Source: an optimization exercise on an open RTL-to-GDS flow (aim: small area, a short achievable clock period and few clock cycles). Production flows keep margins and buffers that such runs may drop. Function was checked by simulation only, so behaviour that the tests miss may differ from the original. No activity file was given, so power comes from the tool's default toggle rates.

Setup of job 4887:
Design grid_cell_neighbor_enumerator, start of the top module:
module grid_cell_neighbor_enumerator #(
    parameter int MAX_DIM = 1024
) (
    input  logic                            i_clk,
    input  logic                            i_rst_n,
    input  logic                            req_valid,
    output logic                            req_ready,
    input  logic [gcne_pkg::INDEX_W-1:0]    req_cell_index,
    output logic                            res_valid,
    input  logic                            res_ready,
    output logic [gcne_pkg::COORD_OUT_W-1:0] res_cell_i,
    output logic [gcne_pkg::COORD_OUT_W-1:0] res_cell_j,
    output logic [gcne_pkg::COORD_OUT_W-1:0] res_cell_k,
    output logic                            res_valid_res,
    output logic                            res_last,
    input  logic                            psel,
    input  logic                            penable,
    input  logic                            pwrite,
    input  logic [gcne_pkg::APB_ADDR_W-1:0] paddr,
    input  logic [gcne_pkg::APB_DATA_W-1:0] pwdata,
    output logic [gcne_pkg::APB_DATA_W-1:0] prdata,
    output logic                            pready
);
For scale: roughly 1300 cells after synthesis, ~160 flip-flops, roughly 140 I/O pins.
clock: 8.0 ns
lec_check: 0
cap_margin: 0
core_margin: 2
core_utilization: 55
cts_buf_list: sky130_fd_sc_hd__clkbuf_4 sky130_fd_sc_hd__clkbuf_8
setup_slack_margin: 4.7
slew_margin: 0
standard.sh (not shown) runs the stock make flow with config.mk's settings and CLKGATE_MAP_FILE= SYNTH_SCRIPT=/design/flow/synth_recipe.tcl, a recipe that flattens the netlist after the stock synthesis.
==> flow/flow/run.sh <==
#!/bin/bash
# The standard layout, with the port buffers inserted as the smallest buffer cell
# (resizing then sizes them up where timing needs it). Every input and output port
# still gets its own buffer.
set -euo pipefail
export BUFFER_PORTS_ARGS="-buffer_cell sky130_fd_sc_hd__buf_1"
bash standard.sh finish > standard_flow.log 2>&1
Testbench counts of job 4887, summed over its fixed seeds: cycles 126,644.
#### Input delta (job 3954 over job 4887)
Settings: ABC_AREA: unset -> 1; SETUP_SLACK_MARGIN: 4.7 -> 4.9; CAP_MARGIN: 0 -> 20; SLEW_MARGIN: 0 -> 20; CORE_UTILIZATION: 55 -> 48.
## What came out
Going from job 4887 to job 3954, proportion of power drawn by flip-flops and latches increased by 0.2 points relative to the old numbers; wire length after detailed routing closely matched the old numbers; total area of multi-input combinational cells decreased by 6.8% relative to the old numbers; number of non-clock inverters in the layout increased by about 220% relative to the old numbers; proportion of power drawn by combinational gates increased by 0.9 points relative to the old numbers.
What job 5848 does differently from job 3954 at the input level:
Settings: ABC_AREA no longer set, was 1; CORE_UTILIZATION now 50, was 48; SETUP_SLACK_MARGIN now 4.8, was 4.9.
### Flow results
- Job 5848 finished end to end and its layout was clean on timing, DRC and antenna.
- Looking at the reports, job 3954 completed the entire flow and the layout it produced met the timing, DRC and antenna checks.
- In job 5848, the floorplan die area came out about 3.5% below the value in job 3954.
- Job 3954 has higher register share of the cell area than job 5848.
- Routed wire length in job 5848 vs job 3954: up about 4%
- Job 5848 vs. job 3954: setup slack after layout decreased by 0.11 ns relative to the old numbers; combined global-route utilization of all metal layers increased by 1.3 points relative to the old numbers; pin slew with the least headroom to its limit increased by 0.22 ns relative to the old numbers; time the worst path needs with I/O delays and setup increased by 0.11 ns relative to the old numbers.
- Job 5848 against job 3954: post-route fraction of the period consumed by the critical path went up, power went up by 100 uW.

grid_cell_neighbor_enumerator again, from the RTL that the note above started with.
Settings: LEC_CHECK=0, ABC_AREA=1, CAP_MARGIN=20, CORE_MARGIN=2, CORE_UTILIZATION=55, CTS_BUF_LIST=sky130_fd_sc_hd__clkbuf_4 sky130_fd_sc_hd__clkbuf_8, SETUP_SLACK_MARGIN=4.5, SLEW_MARGIN=20; clock period 8.0 ns.
Scripts as last shown in full above: flow/flow/run.sh
The first run finished with timing, DRC and antenna clean.
Testbench counts at the start, summed over its fixed seeds: cycles 126,644.
==> next run, changes <==
--- a/flow/config.mk
+++ b/flow/config.mk
@@ -8 +7,0 @@
-export ABC_AREA = 1
@@ -13 +12 @@
-export SETUP_SLACK_MARGIN = 4.5
+export SETUP_SLACK_MARGIN = 4.7
First-iteration DRC count increases by 14%.
Maximum frequency rose by 2.0%.
Final cell count came out lower by 12%.
Area after synthesis is higher by 0.42%.
Clock-buffer cell count came out lower by 6.
==> next run, changes <==
--- a/flow/config.mk
+++ b/flow/config.mk
@@ -7,0 +8 @@
+export ABC_AREA = 1
@@ -10 +11 @@
-export CORE_UTILIZATION = 55
+export CORE_UTILIZATION = 62
@@ -12 +13 @@
-export SETUP_SLACK_MARGIN = 4.7
+export SETUP_SLACK_MARGIN = 4.8
=> Combinational power came out lower by about 0.9%; total power came out lower by about 2.7%; setup slack gains 0.11 ns; die area came out lower by 11%.
==> next run, changes <==
--- a/flow/config.mk
+++ b/flow/config.mk
@@ -11 +11 @@
-export CORE_UTILIZATION = 62
+export CORE_UTILIZATION = 55
@@ -13 +13 @@
-export SETUP_SLACK_MARGIN = 4.8
+export SETUP_SLACK_MARGIN = 5.0
The new run passed the timing, DRC and antenna checks; power grows by a few percent; clock-buffer cell count shrinks by 2; synthesized area is unchanged; sequential share of layout area shrinks by 1.6 points; non-clock buffer count grows by 33.
==> next run, changes <==
==> flow/run.sh (new file) <==
#!/bin/bash
# synth_recipe.tcl (not shown) runs the flow's synth.tcl, then flattens the netlist and writes it again
# the make line also repeats each setting of config.mk as NAME=value (left out here)
make -C /OpenROAD-flow-scripts/flow DESIGN_CONFIG=/design/flow/config.mk WORK_HOME=/design/flow/orfs CLKGATE_MAP_FILE= SYNTH_SCRIPT=/design/flow/synth_recipe.tcl finish
--- a/flow/config.mk
+++ b/flow/config.mk
@@ -8 +7,0 @@
-export ABC_AREA = 1
@@ -13 +12 @@
-export SETUP_SLACK_MARGIN = 5.0
+export SETUP_SLACK_MARGIN = 4.7
removed: flow/flow/run.sh
removed: flow/standard.sh
What happened: The new run finished clean. Area after synthesis grows by 0.42%. Worst setup slack got worse by 0.30 ns. Power goes down by 0.51%. Via count drops by 6.2%. Hold slack barely changes.
==> next run, changes <==
==> flow/flow/run.sh (new file) <==
#!/bin/bash
# The standard layout, with the port buffers inserted as the smallest buffer cell
# (resizing then sizes them up where timing needs it). Every input and output port
# still gets its own buffer.
set -euo pipefail
export BUFFER_PORTS_ARGS="-buffer_cell sky130_fd_sc_hd__buf_1"
bash standard.sh finish > standard_flow.log 2>&1
==> flow/standard.sh (new file) <==
#!/bin/bash
# synth_recipe.tcl (not shown) runs the flow's synth.tcl, then flattens the netlist and writes it again
# the make line also repeats each setting of config.mk as NAME=value (left out here)
make -C /OpenROAD-flow-scripts/flow DESIGN_CONFIG=/design/flow/config.mk WORK_HOME=/design/flow/orfs CLKGATE_MAP_FILE= SYNTH_SCRIPT=/design/flow/synth_recipe.tcl "${@:-finish}"
--- a/flow/config.mk
+++ b/flow/config.mk
@@ -10 +10 @@
-export CORE_UTILIZATION = 55
+export CORE_UTILIZATION = 45
removed: flow/run.sh
Via count came out lower slightly.
Global-route usage came out lower by 4.4 points.
First-iteration DRC count came out lower by a few percent.
Utilization came out lower by 15 points.
Hold slack stays flat.
Combinational power came out lower by a few percent.
Sequential share of layout area came out higher by 1.2 points.
Worst setup slack is about the same.
Total power came out lower slightly.
Count of clock-buffer cells in the layout came out higher by 1.
Die area came out higher by about a fifth.

afterwards: timing with drivers on the ports:
The results above use ideal ports. As a check the final layouts listed here were re-extracted and re-timed, cells and wires unchanged. Step 1 (the two cells are an assumption about what drives the block):
set clk [get_ports {i_clk}]
set_driving_cell -lib_cell sky130_fd_sc_hd__clkbuf_16 $clk
set_driving_cell -lib_cell sky130_fd_sc_hd__buf_2 [delete_from_list [all_inputs] $clk]
Step 2 adds t to the input delays and takes it off the output delays; t is the mean of the earliest and latest rising clock arrival at the registers after step 1. Input paths then give back, and output paths get back, about the clock's delay inside the block. a / b / c = ideal ports / drivers / drivers and shift; a / b = the first two.
| run | shift t [ns] | setup WS [ns] | hold WS [ns] | worst data-port slew with drivers (ns) |
|---|---|---|---|---|
| job 4887 | 0.504 | 4.800 / 4.759 / 4.485 | 0.426 / 0.426 / 0.426 | 0.05 |
| job 3954 | 0.518 | 4.936 / 4.889 / 4.516 | 0.426 / 0.426 / 0.426 | 0.04 |
| job 5848 | 0.512 | 4.826 / 4.785 / 4.407 | 0.433 / 0.433 / 0.433 | 0.07 |
| the first run of note 2 | 0.506 | 4.736 / 4.743 / 4.246 | 0.425 / 0.425 / 0.425 | 0.03 |
| the second run of note 2 | 0.504 | 4.800 / 4.759 / 4.485 | 0.426 / 0.426 / 0.426 | 0.05 |
| the third run of note 2 | 0.516 | 4.910 / 4.866 / 4.460 | 0.418 / 0.418 / 0.418 | 0.03 |
| the fourth run of note 2 | 0.506 | 5.019 / 5.034 / 4.528 | 0.426 / 0.426 / 0.426 | 0.05 |
| the fifth run of note 2 | 0.504 | 4.719 / 4.689 / 4.231 | 0.423 / 0.423 / 0.423 | 0.05 |
| the sixth run of note 2 | 0.504 | 4.719 / 4.719 / 4.359 | 0.424 / 0.424 / 0.424 | 0.04 |
After both steps setup and hold are still met in every run listed. The setup slack of the fourth run of note 2, which loses most, moves by +0.015 ns with the drivers and by -0.491 ns with both steps.
